Source: an optimization exercise on an open RTL-to-GDS flow (aim: small area, a short achievable clock period and few clock cycles per item). Production flows keep margins and buffers that such runs may drop.
Only simulation tests tie the RTL to the original design; equivalence was not proved.
Power is estimated from default activity; no workload was simulated.

Setup of run H:
Design polyline_proximity_warning_core, start of the top module:
module polyline_proximity_warning_core (
  input  logic        clk,
  input  logic        rst_n,
  input  logic        in_tvalid,
  output logic        in_tready,
  input  logic [55:0] in_tdata,    
  input  logic [1:0]  in_tuser,    
  output logic        out_tvalid,
  input  logic        out_tready,
  output logic [31:0] out_tdata,   
  input  logic        cfg_we,
  input  logic [1:0]  cfg_index,
  input  logic [22:0] cfg_wdata
);
Settings: LEC_CHECK=0, CAP_MARGIN=20, CORE_MARGIN=2, CORE_UTILIZATION=40, SLEW_MARGIN=20; clock period 11.0 ns.
run.sh (not shown) runs the stock make flow with config.mk's settings and CLKGATE_MAP_FILE= SYNTH_SCRIPT=/design/flow/synth_recipe.tcl, a recipe that flattens the netlist after the stock synthesis.
Run H: done, clean on timing, DRC and antenna
Testbench counts of run H, summed over its fixed seeds: cycles 39,708, queries 640.
Modified inputs, run C compared to run H
--- a/flow/config.mk
+++ b/flow/config.mk
@@ -6,6 +6,8 @@
 export NUM_CORES = 8
 export LEC_CHECK = 0
+export ABC_CLOCK_PERIOD_IN_PS = 5000
 export CAP_MARGIN = 20
 export CORE_MARGIN = 2
 export CORE_UTILIZATION = 40
+export SETUP_SLACK_MARGIN = 5
 export SLEW_MARGIN = 20
Notes after the runs:
- The number of gates resized after CTS of run C is higher than that of run H.
- Run C: layout overhead on the synthesized area 10 points above run H
- Lower routed wire length was reported by run H, not run C.
- Relative to run H, run C degrades routed via count.
- Going from run H to run C, number of clock buffers in the layout up 13; final cell count +990; timing-limited maximum frequency has increased.
- What run C reported for count of cell instances traversed by the critical path has to be multiplied by 1.08 to get the figure for run H.

========
Another version of the RTL of polyline_proximity_warning_core (not shown whole).
Size in the first run: roughly 5000 flip-flops, roughly 120 I/O pins, ~220000 um2 of cells after synthesis.
==> flow/design.v (excerpt) <==
module polyline_proximity_warning_core (
  input  logic        clk,
  input  logic        rst_n,
  input  logic        in_tvalid,
  output logic        in_tready,
  input  logic [55:0] in_tdata,    
  input  logic [1:0]  in_tuser,    
  output logic        out_tvalid,
  input  logic        out_tready,
  output logic [31:0] out_tdata,   
  input  logic        cfg_we,
  input  logic [1:0]  cfg_index,
  input  logic [22:0] cfg_wdata
);
  localparam int Lanes = 2;
  localparam int SC    = 6;                    
  localparam int NP    = ppw_pkg::MaxPoints;
  localparam int SL    = NP / Lanes;           
  localparam int CW    = ppw_pkg::CoordW;
  localparam int QW    = CW - SC;              
  localparam int VW    = ppw_pkg::VtxW;
  localparam int IW    = ppw_pkg::IdxW;
  localparam int GW    = QW;                   
  localparam int KW    = GW + IW;              
  localparam int UW    = QW + 1;               
  localparam int DW    = ppw_pkg::DistW;
  logic [ppw_pkg::PointsW-1:0] points_r;
  logic [DW-1:0]               warn_r, shoot_r;
  logic [ppw_pkg::StepW-1:0]   step_r;
  logic [IW:0]                 n_cur;
  always_ff @(posedge clk) begin
    if (!rst_n) begin
      points_r <= ppw_pkg::PointsW'(38);
      warn_r   <= DW'(9600);
      shoot_r  <= DW'(5200);
      step_r   <= ppw_pkg::StepW'(440);
    end else if (cfg_we) begin
      case (cfg_index)
        2'd0: points_r <= cfg_wdata[ppw_pkg::PointsW-1:0];
        2'd1: warn_r   <= cfg_wdata;
        2'd2: shoot_r  <= cfg_wdata;
        2'd3: step_r   <= cfg_wdata[ppw_pkg::StepW-1:0];
        default: ;
      endcase
    end
  end
  assign n_cur = (points_r > ppw_pkg::PointsW'(NP)) ? (IW+1)'(NP) : (IW+1)'(points_r);
  logic                 mem_busy, wr_pend, wr_fire, wr_req;
  logic [IW-1:0]        head;
  ...
export LEC_CHECK = 0
export ABC_CLOCK_PERIOD_IN_PS = 4000
export CAP_MARGIN = 20
export CORE_MARGIN = 2
export CORE_UTILIZATION = 40
export SETUP_SLACK_MARGIN = 5
export SLEW_MARGIN = 20
create_clock -name core_clock -period 11.0 [get_ports {clk}]
Testbench counts at the start, summed over its fixed seeds: cycles 40,818, queries 640.
Change:
Settings changed: ABC_CLOCK_PERIOD_IN_PS 4000 to 3000.
The new run completed without violations; clock-buffer cell count stays the same; setup slack is unchanged; clock power hardly moves; final cell count is unchanged; flip-flop and latch count stays the same.

========
Setup of oak:
polyline_proximity_warning_core, a different RTL version from the one above (not shown whole).
For scale: roughly 27,000 cells after synthesis, about 5,400 flip-flops, ~120 I/O pins, ~0.25 mm^2 of cells after synthesis.
clock: 11.0 ns
lec_check: 0
abc_area: 1
cap_margin: 20
core_margin: 2
core_utilization: 40
setup_slack_margin: 5
slew_margin: 20
Testbench counts of oak, summed over its fixed seeds: cycles 28,061, queries 640.
Setup changes, oak to birch
-- flow/config.mk --
<<< oak, line 8
export ABC_AREA = 1
>>> birch, line 8
--- outcome ---
Re global-route usage: birch and oak aren't equal, and the lower value belongs to birch.
Max-capacitance violation count came out exactly the same in birch and oak.
Sort birch and oak by core area asc -> top: birch
birch ended with less die footprint than oak.
Against oak, synthesized cell count in birch fell by more than 10%.
Relative to oak, the via density per instance of birch is higher by 3.8%.
Initial cell density of the core delta (oak -> birch): insignificant
Cell count along the critical path (higher): oak

re-timing with driven ports:
Ports are ideal in the flow. The routed layouts listed here were re-timed in OpenROAD. Step 1, drivers: a clkbuf_16 drives clk and a buf_2 each remaining input, both assumed. Step 2 adds t to the input delays and takes it off the output delays; t is the mean of the earliest and latest rising clock arrival at the registers after step 1. Input paths then give back, and output paths get back, about the clock's delay inside the block. Slacks: ideal ports / drivers / drivers and shift; pairs: ideal ports / drivers.
run | shift t [ns] | setup WS [ns] | hold WS [ns]
run H | 1.146 | 1.393 / 1.393 / 1.393 | 0.203 / 0.203 / 0.203
run C | 1.131 | 3.163 / 3.163 / 3.163 | 0.282 / 0.282 / 0.282
the first run of note 2 | 1.153 | 4.466 / 4.466 / 4.466 | 0.256 / 0.256 / 0.256
the second run of note 2 | 1.153 | 4.466 / 4.466 / 4.466 | 0.256 / 0.256 / 0.256
oak | 1.179 | 5.126 / 5.079 / 4.062 | 0.299 / 0.299 / 0.299
birch | 1.202 | 5.027 / 5.011 / 4.567 | 0.288 / 0.288 / 0.288
After both steps every run listed still meets setup and hold. For oak, which loses most, drivers alone change the setup slack by -0.047 ns; drivers and shift together by -1.064 ns.
